From an optimization exercise on the open Yosys and OpenROAD flow, aimed at small area, a short achievable clock period and few clock cycles per item; shortcuts taken in it are not production practice. In this exercise RTL edits were held to simulation tests only and were not proved equivalent to the original.

Design rational_fraction_alu, start of the top module:
module rational_fraction_alu (
    input  logic        clk,
    input  logic        rst_n,
    input  logic        in_valid,
    output logic        in_stall,
    input  logic [2:0]  in_op,
    input  logic [15:0] in_num_a,
    input  logic [15:0] in_den_a,
    input  logic [15:0] in_num_b,
    input  logic [15:0] in_den_b,
    output logic        out_valid,
    input  logic        out_stall,
    output logic [32:0] out_num,
    output logic [30:0] out_den,
    output logic        out_less,
    output logic        out_equal,
    output logic        out_fault
);
For scale: roughly 3700 cells after synthesis, roughly 140 I/O pins.
==> flow/config.mk <==
export PLATFORM = sky130hd
export DESIGN_NAME = rational_fraction_alu
export DESIGN_NICKNAME = rational_fraction_alu
export VERILOG_FILES = /design/flow/design.v
export SDC_FILE = /design/flow/constraint.sdc
export NUM_CORES = 4
export LEC_CHECK = 0
export CAP_MARGIN = 20
export CORE_MARGIN = 2
export CORE_UTILIZATION = 40
export PLACE_DENSITY = 0.6
export SETUP_SLACK_MARGIN = 5
export SLEW_MARGIN = 20
==> flow/constraint.sdc <==
create_clock -name core_clock -period 10.0 [get_ports {clk}]
set_input_delay 2.0000 -clock core_clock [delete_from_list [all_inputs] [get_ports {clk}]]
set_output_delay 2.0000 -clock core_clock [all_outputs]
set_load 0.01 [all_outputs]
run.sh (not shown) runs the stock make flow with config.mk's settings and CLKGATE_MAP_FILE= SYNTH_SCRIPT=/design/flow/synth_recipe.tcl, a recipe that flattens the netlist after the stock synthesis.
Testbench counts at the start, summed over its fixed seeds: cycles 72,118, items 4,800.
Then changed:
--- a/flow/design.v
+++ b/flow/design.v
@@ -1,13 +1,13 @@
 package rfa_pkg;
     localparam int U_W   = 32;      
     localparam int V_W   = 32;      
     localparam int NUM_W = 33;      
     localparam int DEN_W = 32;      
-    localparam int SH    = 3;       
+    localparam int SH    = 4;       
     localparam logic [2:0] OP_ADD = 3'd0;
     localparam logic [2:0] OP_SUB = 3'd1;
     localparam logic [2:0] OP_MUL = 3'd2;
     localparam logic [2:0] OP_DIV = 3'd3;
     localparam logic [2:0] OP_CMP = 3'd4;
     typedef enum logic [2:0] {
         S_IDLE,
@@ -254,16 +254,14 @@
         ve     = comb_mode & v[V_W-1];
         u_ge_v = !d_uv[U_W];
         u_eq_v = (u == v);
         u_zero = (u == '0);
         sum0   = m00 + m01;
         sum1   = m10[30:0] + m11;
     end
-    logic             md_init;
-    logic [SH_W-1:0]  sh_d, sh_m;
     logic             gcd_act, both_odd, u_odd, v_odd, both_even, u_even, v_even, sub_u, sub_v;
     logic [SH:0]      t_low;
     logic [SH_W-1:0]  sh_u, sh_v, sh_t, sh_c, shu, shv, sh0, sh1;
     logic [U_W-1:0]   u_src, u_shr;
     logic [V_W-1:0]   v_src, v_shr;
     logic [NUM_W-1:0] m00_step, m01_step;
     logic [31:0]      m10_step;
@@ -285,23 +283,20 @@
         sub_v     = (u_odd && v_odd && gcd_act || comb_mode) && !u_ge_v;
         t_low     = d_uv[SH:0];
         sh_u      = tz(u[SH:0]);
         sh_v      = tz(v[SH:0]);
         sh_t      = comb_mode ? '0 : tz(t_low);
         sh_c      = (sh_u < sh_v) ? sh_u : sh_v;
         both_odd = (u_odd && v_odd && gcd_act) || comb_mode;
-        md_init = (state == S_MUL3) && muldiv_r;
-        sh_d    = tz(sum0[SH:0]);
-        sh_m    = (sh_u < sh_d) ? sh_u : sh_d;
-        shu = both_even ? sh_c : (u_even || md_init) ? sh_u : both_odd ? sh_t : '0;
-        shv = both_even ? sh_c : v_even ? sh_v : md_init ? sh_d : both_odd ? sh_t : '0;
+        shu = both_even ? sh_c : u_even ? sh_u : both_odd ? sh_t : '0;
+        shv = both_even ? sh_c : v_even ? sh_v : both_odd ? sh_t : '0;
         sh0 = u_even ? sh_u : both_odd ? sh_t : '0;
         sh1 = v_even ? sh_v : both_odd ? sh_t : '0;
         u_src = both_odd ? d_uv[U_W-1:0] : u;
-        v_src = both_odd ? d_vu[V_W-1:0] : md_init ? V_W'(sum0) : v;
+        v_src = both_odd ? d_vu[V_W-1:0] : v;
         u_shr = sub_v ? u : (u_src >> shu);
         v_shr = sub_u ? v : (v_src >> shv);
         m00_step = sub_v ? sum0 : (m00 << sh0);
         m10_step = sub_v ? 32'(sum1) : (m10 << sh0);
         m01_step = sub_u ? sum0 : (m01 << sh1);
         m11_step = sub_u ? sum1 : (m11 << sh1);
     end
@@ -312,18 +307,14 @@
     logic fault_in;
     always_comb
     begin
         fault_in = (in_den_a == '0) || (in_den_b == '0) || (in_op > OP_CMP)
                    || ((in_op == OP_DIV) && (in_num_b == '0));
     end
     logic init_m, arith, neg_md, x_in_v;
-    function automatic logic [NUM_W-1:0] pow2(input logic [SH_W-1:0] k, input logic ng);
-        for (int j = 0; j < NUM_W; j++)
-            pow2[j] = ng ? (j >= k) : (j == k);
-    endfunction
     always_comb
     begin
         unique case (state)
             S_MUL1:  init_m = fault_r && slot_free;
             S_MUL3:  init_m = muldiv_r;
             S_MUL4:  init_m = 1'b1;
             default: init_m = 1'b0;
@@ -337,29 +328,27 @@
         mul_load = (state == S_MUL1 && slot_free) || state == S_MUL2 || state == S_MUL3;
     always_ff @(posedge clk)
     begin
         if (state == S_MUL2 || (state == S_MUL4 && !u_ge_v))
             u <= U_W'(sum0);
         else
             u <= u_shr;
-        if ((state == S_MUL3 && !muldiv_r) || (state == S_MUL4 && u_ge_v))
+        if (state == S_MUL3 || (state == S_MUL4 && u_ge_v))
             v <= V_W'(sum0);
         else
             v <= v_shr;
         m00 <= mul_load ? ps : m00_step;
         m01 <= mul_load ? pc : m01_step;
         m10 <= m10_step;
         m11 <= m11_step;
         if (init_m)
         begin
-            m00     <= (!arith || x_in_v) ? '0
-                       : muldiv_r ? pow2(SH_W'(sh_u - sh_m), neg_md) : NUM_W'(1);
+            m00     <= (!arith || x_in_v) ? '0 : ((muldiv_r && neg_md) ? '1 : NUM_W'(1));
             m01     <= x_in_v ? '1 : '0;
-            m11     <= (muldiv_r && arith) ? 31'(pow2(SH_W'(sh_d - sh_m), 1'b0))
-                                : 31'(arith && !x_in_v);
+            m11     <= 31'(arith && !x_in_v);
             less_r  <= !fault_r && cmp_r && d_uv[U_W];
             equal_r <= !fault_r && cmp_r && u_eq_v;
             flt_r   <= fault_r;
         end
         if (init_m && state != S_MUL1)
             m10 <= 32'(x_in_v);
         if (take)
Count of clock-buffer cells in the layout rose by 4.
Setup slack improved by 31 ps.
Cell area went up by 5.6%.
Via count rose by 4.9%.
Register-to-register slack loses 80 ps.
Routed wire length came out higher by about 10%.
Final cell count came out higher by about 3.4%.
Utilization hardly moves.
Hold slack is better by 63 ps.
Area after synthesis grows by about 5%.
Testbench counts after the change, summed over its fixed seeds: cycles 70,941, items 4,800.

-- re-timing with driven ports --
The flow's constraints put no driver on any port. The routed layouts listed below were extracted and timed again, unchanged, in two steps. Step 1 sets driving cells, clkbuf_16 on the clock port and buf_2 on the other inputs (assumed; they add their load-dependent delay and slew). Step 2 moves the port delays by t, midway between the first and last clock arrival at a register: inputs arrive t later, outputs are due t later. That takes back most of the time a late clock gives input paths. Slacks: ideal / step 1 / step 2; pairs: ideal / step 1.
run | t (ns) | setup slack, ns | clock arrival spread, ns | worst slew at a driven data input, ns
the first run | 0.667 | 5.043 / 4.974 / 4.588 | 0.022 / 0.021 | 0.05
the second run | 0.647 | 5.073 / 5.006 / 4.948 | 0.056 / 0.056 | 0.04
After both steps every run listed still meets setup and hold. For the first run, which loses most, drivers alone change the setup slack by -0.069 ns; drivers and shift together by -0.455 ns.
